This is an optimization exercise on Yosys and OpenROAD, whose aim is small area, a short achievable clock period and few clock cycles, not a production implementation. At most, simulation tests tie the RTL to the original design; equivalence was not proved.

== 06-03 ==
Design comp_step_engine, start of the top module:
module comp_step_engine #(
    parameter int STATE_BYTES = 16,
    parameter int ROM_BYTES   = 82,
    parameter int ADDR_W      = 8,
    parameter int CNT_W       = 8
) (
    input  logic                     clk,
    input  logic                     rst,
    input  logic [8*ROM_BYTES-1:0]   rom,
    input  logic                     cmd_valid,
    output logic                     cmd_ready,
    input  logic [1:0]               cmd_op,
    input  logic                     cmd_rule,
    input  logic [ADDR_W-1:0]        cmd_addr,
    input  logic [CNT_W-1:0]         cmd_count,
    output logic                     busy,
    output logic                     done,
    output logic                     match,
    output logic                     err,
    output logic [8*STATE_BYTES-1:0] state_out
);
Size: ~4600 cells after synthesis, ~140 flip-flops, ~810 I/O pins, about 41000 sq um of cells after synthesis.
export LEC_CHECK = 0
export CAP_MARGIN = 20
export CORE_MARGIN = 2
export CORE_UTILIZATION = 50
export SLEW_MARGIN = 20
export SYNTH_HIERARCHICAL = 1
create_clock -name core_clock -period 10.0 [get_ports {clk}]
run.sh (not shown) runs the stock make flow with config.mk's settings and CLKGATE_MAP_FILE= SYNTH_SCRIPT=/design/flow/synth_recipe.tcl, a recipe that flattens the netlist after the stock synthesis.
Changes in 02-22 relative to 06-03:
==> flow/flow/run.sh (new file) <==
#!/bin/bash
set -euo pipefail
work=$(pwd)
export FLOW_WORK="$work"
export FLOW_ABC_SCRIPT="$work/flow/area.abc"
bash "$work/standard.sh" SYNTH_SCRIPT="$work/flow/synth_wrap.tcl" finish > "$work/flow_make.log" 2>&1
==> flow/flow/area.abc (new file) <==
&get -n
&st
&dch
&nf -R 1000
&put
==> flow/flow/synth_wrap.tcl (new file) <==
proc abc {args} {
  set i [lsearch -exact $args -script]
  if { $i >= 0 } { lset args [expr {$i + 1}] $::env(FLOW_ABC_SCRIPT) }
  yosys abc {*}$args
}
source $::env(FLOW_WORK)/synth_recipe.tcl
==> flow/standard.sh (new file) <==
#!/bin/bash
# synth_recipe.tcl (not shown) runs the flow's synth.tcl, then flattens the netlist and writes it again
# the make line also repeats each setting of config.mk as NAME=value (left out here)
make -C /OpenROAD-flow-scripts/flow DESIGN_CONFIG=/design/flow/config.mk WORK_HOME=/design/flow/orfs CLKGATE_MAP_FILE= SYNTH_SCRIPT=/design/flow/synth_recipe.tcl "${@:-finish}"
removed: flow/run.sh
Results
Taking 06-03 as the reference, in 02-22 routed length on met2 saw a decrease; worst setup slack grew by 0.61 ns; cell area after layout shrank by about 13%; post-layout minimum cycle time dropped 0.61 ns; share of the synthesized area in compound gates (AO/OA/AOI/OAI) shows an increase of 0.73 points. Number of enable-type register cells in the synthesized netlist essentially unchanged between 02-22 and 06-03. Higher via count among 02-22 and 06-03: 06-03. The run showing the greater total die area is 06-03. Lower proportion of final cell area spent on non-clock buffers was reported by 06-03, not 02-22.
Function was not checked in any run of this note: the RTL went through the layout flow alone.


== P ==
comp_step_engine, a different RTL version from the one above (not shown whole).
Size in the first run: about 810 I/O pins, about 36000 um^2 of cells after synthesis.
export LEC_CHECK = 0
export CAP_MARGIN = 30
export CELL_PAD_IN_SITES_DETAIL_PLACEMENT = 1
export CORE_MARGIN = 2
export CORE_UTILIZATION = 35
export SETUP_SLACK_MARGIN = 4
export SLEW_MARGIN = 30
export SYNTH_HIERARCHICAL = 1
create_clock -name core_clock -period 10.0 [get_ports {clk}]
standard.sh (not shown) runs the stock make flow with config.mk's settings and CLKGATE_MAP_FILE= SYNTH_SCRIPT=/design/flow/synth_recipe.tcl, a recipe that flattens the netlist after the stock synthesis.
==> flow/flow/run.sh <==
#!/bin/bash
set -euo pipefail
work=$(pwd)
export FLOW_WORK="$work"
export FLOW_ABC_SCRIPT="$work/flow/area.abc"
bash "$work/standard.sh" SYNTH_SCRIPT="$work/flow/synth_wrap.tcl" \
  BUFFER_PORTS_ARGS="-buffer_cell sky130_fd_sc_hd__buf_1" MATCH_CELL_FOOTPRINT=0 finish > "$work/flow_make.log" 2>&1
==> flow/flow/area.abc <==
&get -n
&st
&dch
&nf -R 1000
&put
==> flow/flow/synth_wrap.tcl <==
proc abc {args} {
  set i [lsearch -exact $args -script]
  set area $args
  if { $i >= 0 } { lset area [expr {$i + 1}] $::env(FLOW_ABC_SCRIPT) }
  yosys abc {*}$args $::env(FLOW_TOP)
  yosys abc {*}$area $::env(FLOW_TOP) %n
}
source $::env(FLOW_WORK)/synth_recipe.tcl
Testbench counts of P, summed over its fixed seeds: cycles 7,108.
Relative to P, the following input files were edited for Q:
diff --git a/flow/config.mk b/flow/config.mk
--- a/flow/config.mk
+++ b/flow/config.mk
@@ -6,9 +6,9 @@
 export NUM_CORES = 4
 export LEC_CHECK = 0
-export CAP_MARGIN = 30
+export CAP_MARGIN = 20
 export CELL_PAD_IN_SITES_DETAIL_PLACEMENT = 1
 export CORE_MARGIN = 2
 export CORE_UTILIZATION = 35
-export SETUP_SLACK_MARGIN = 4
-export SLEW_MARGIN = 30
+export SETUP_SLACK_MARGIN = 5
+export SLEW_MARGIN = 20
 export SYNTH_HIERARCHICAL = 1
Results
- Number of placement rows: Q vs P, no meaningful difference
- Q -> P: number of buffers inserted for hold repair after clock tree synthesis delta 0, exact match
- Sort Q and P by detailed placement HPWL desc -> top: P
- P closes out successfully: all stages finished, all timing, DRC and antenna checks passed.
- Status(Q) = ERROR, stage = global routing (5_1_grt)
- Synthesized-area fraction occupied by xor and xnor cells came out exactly the same in Q and P.
- Sort Q and P by routability congestion estimate from global placement, descending, and P comes first.
- Looking at number of post-CTS setup repair buffers, Q sits 611 higher than P does.


Another version of the RTL of comp_step_engine (not shown whole).
Size in the first run: roughly 5400 cells after synthesis, about 150 flip-flops, roughly 37000 um^2 of cells after synthesis.
clock: 10.0 ns
lec_check: 0
cap_margin: 30
cell_pad_in_sites_detail_placement: 1
core_margin: 2
core_utilization: 35
setup_slack_margin: 4.5
slew_margin: 30
synth_hierarchical: 1
tns_end_percent: 10
Scripts as last shown in full above: flow/flow/run.sh, flow/flow/area.abc, flow/flow/synth_wrap.tcl
The starting point finished with timing, DRC and antenna clean.
Testbench counts at the start, summed over its fixed seeds: cycles 7,108.
Change:
--- a/flow/config.mk
+++ b/flow/config.mk
@@ -10,6 +10,5 @@
 export CORE_MARGIN = 2
 export CORE_UTILIZATION = 35
-export SETUP_SLACK_MARGIN = 4.5
+export SETUP_SLACK_MARGIN = 4
 export SLEW_MARGIN = 30
 export SYNTH_HIERARCHICAL = 1
-export TNS_END_PERCENT = 10
- die area stays the same
- maximum frequency falls by 7.2%
- cell area goes down by 4.7%
- clock-buffer cell count drops by 3
- non-clock buffer count fell by 66
Change:
--- a/flow/config.mk
+++ b/flow/config.mk
@@ -10,5 +10,5 @@
 export CORE_MARGIN = 2
 export CORE_UTILIZATION = 35
-export SETUP_SLACK_MARGIN = 4
+export SETUP_SLACK_MARGIN = 4.5
 export SLEW_MARGIN = 30
 export SYNTH_HIERARCHICAL = 1
Result: The changed run finished with timing, DRC and antenna clean. Final area rose by 3.3%. Fmax is higher by 8.1%. Clock-buffer cell count rose by 1. Global-route usage goes up by 0.49 points. Worst setup slack improves by 0.45 ns. Wire length grows by 1.8%. Register-to-register slack improves by 0.27 ns. Area after synthesis is unchanged. Final cell count stays flat.


Another version of the RTL of comp_step_engine (not shown whole).
Size in the first run: roughly 5,300 cells after synthesis, about 150 flip-flops, roughly 810 I/O pins, roughly 36,000 um2 of cells after synthesis.
clock: 10.0 ns
lec_check: 0
cap_margin: 30
cell_pad_in_sites_detail_placement: 1
core_margin: 2
core_utilization: 35
setup_slack_margin: 4.5
slew_margin: 30
synth_hierarchical: 1
Scripts as last shown in full above: flow/flow/run.sh, flow/flow/area.abc, flow/flow/synth_wrap.tcl
Testbench counts at the start, summed over its fixed seeds: cycles 7,108.
Next try:
Settings changed: SETUP_SLACK_MARGIN 4.5 to 4.
The changed run finished clean.
Via count goes down by 4.2%.
First-iteration DRC count falls by 0.98%.
Hold slack is better by 0.0070 ns.
Critical path depth falls by 2.

## what the ideal ports hide
Ports are ideal in the flow. The routed layouts listed here were re-timed in OpenROAD.
Step 1: set_driving_cell puts a clkbuf_16 on clk and a buf_2 on each other input, an assumption about the parent block.
Step 2 times the ports against the registers' clock, not the clock port: input delays grow and output delays shrink by t, the midpoint of the rising clock arrivals with the driver on.
Slacks: no drivers / after step 1 / after step 2; pairs: no drivers / after step 1.
run | t, ns | slack for setup (ns) | hold WS [ns] | worst data-port slew with drivers (ns) | pins driven straight from the clock port
06-03 | 0.561 | 2.697 / 2.731 / 2.170 | 0.516 / 0.516 / 0.516 | 0.38 | 1
02-22 | 0.503 | 3.305 / 3.332 / 2.829 | 0.524 / 0.524 / 0.524 | 0.21 | 1
P | 0.568 | 3.899 / 3.897 / 3.329 | 0.495 / 0.495 / 0.495 | 0.36 | 1
the first run of note 3 | 0.550 | 4.389 / 4.425 / 3.874 | 0.565 / 0.565 / 0.565 | 0.30 | 1
the second run of note 3 | 0.577 | 3.956 / 3.995 / 3.419 | 0.515 / 0.515 / 0.515 | 0.31 | 1
the third run of note 3 | 0.562 | 4.409 / 4.440 / 3.878 | 0.544 / 0.544 / 0.544 | 0.29 | 1
the first run of note 4 | 0.547 | 4.116 / 4.144 / 3.597 | 0.505 / 0.505 / 0.505 | 0.36 | 1
the second run of note 4 | 0.564 | 3.851 / 3.891 / 3.327 | 0.512 / 0.512 / 0.512 | 0.31 | 1
After both steps setup and hold are still met in every run listed. For P, which loses most, drivers alone change the setup slack by -0.002 ns; drivers and shift together by -0.570 ns.
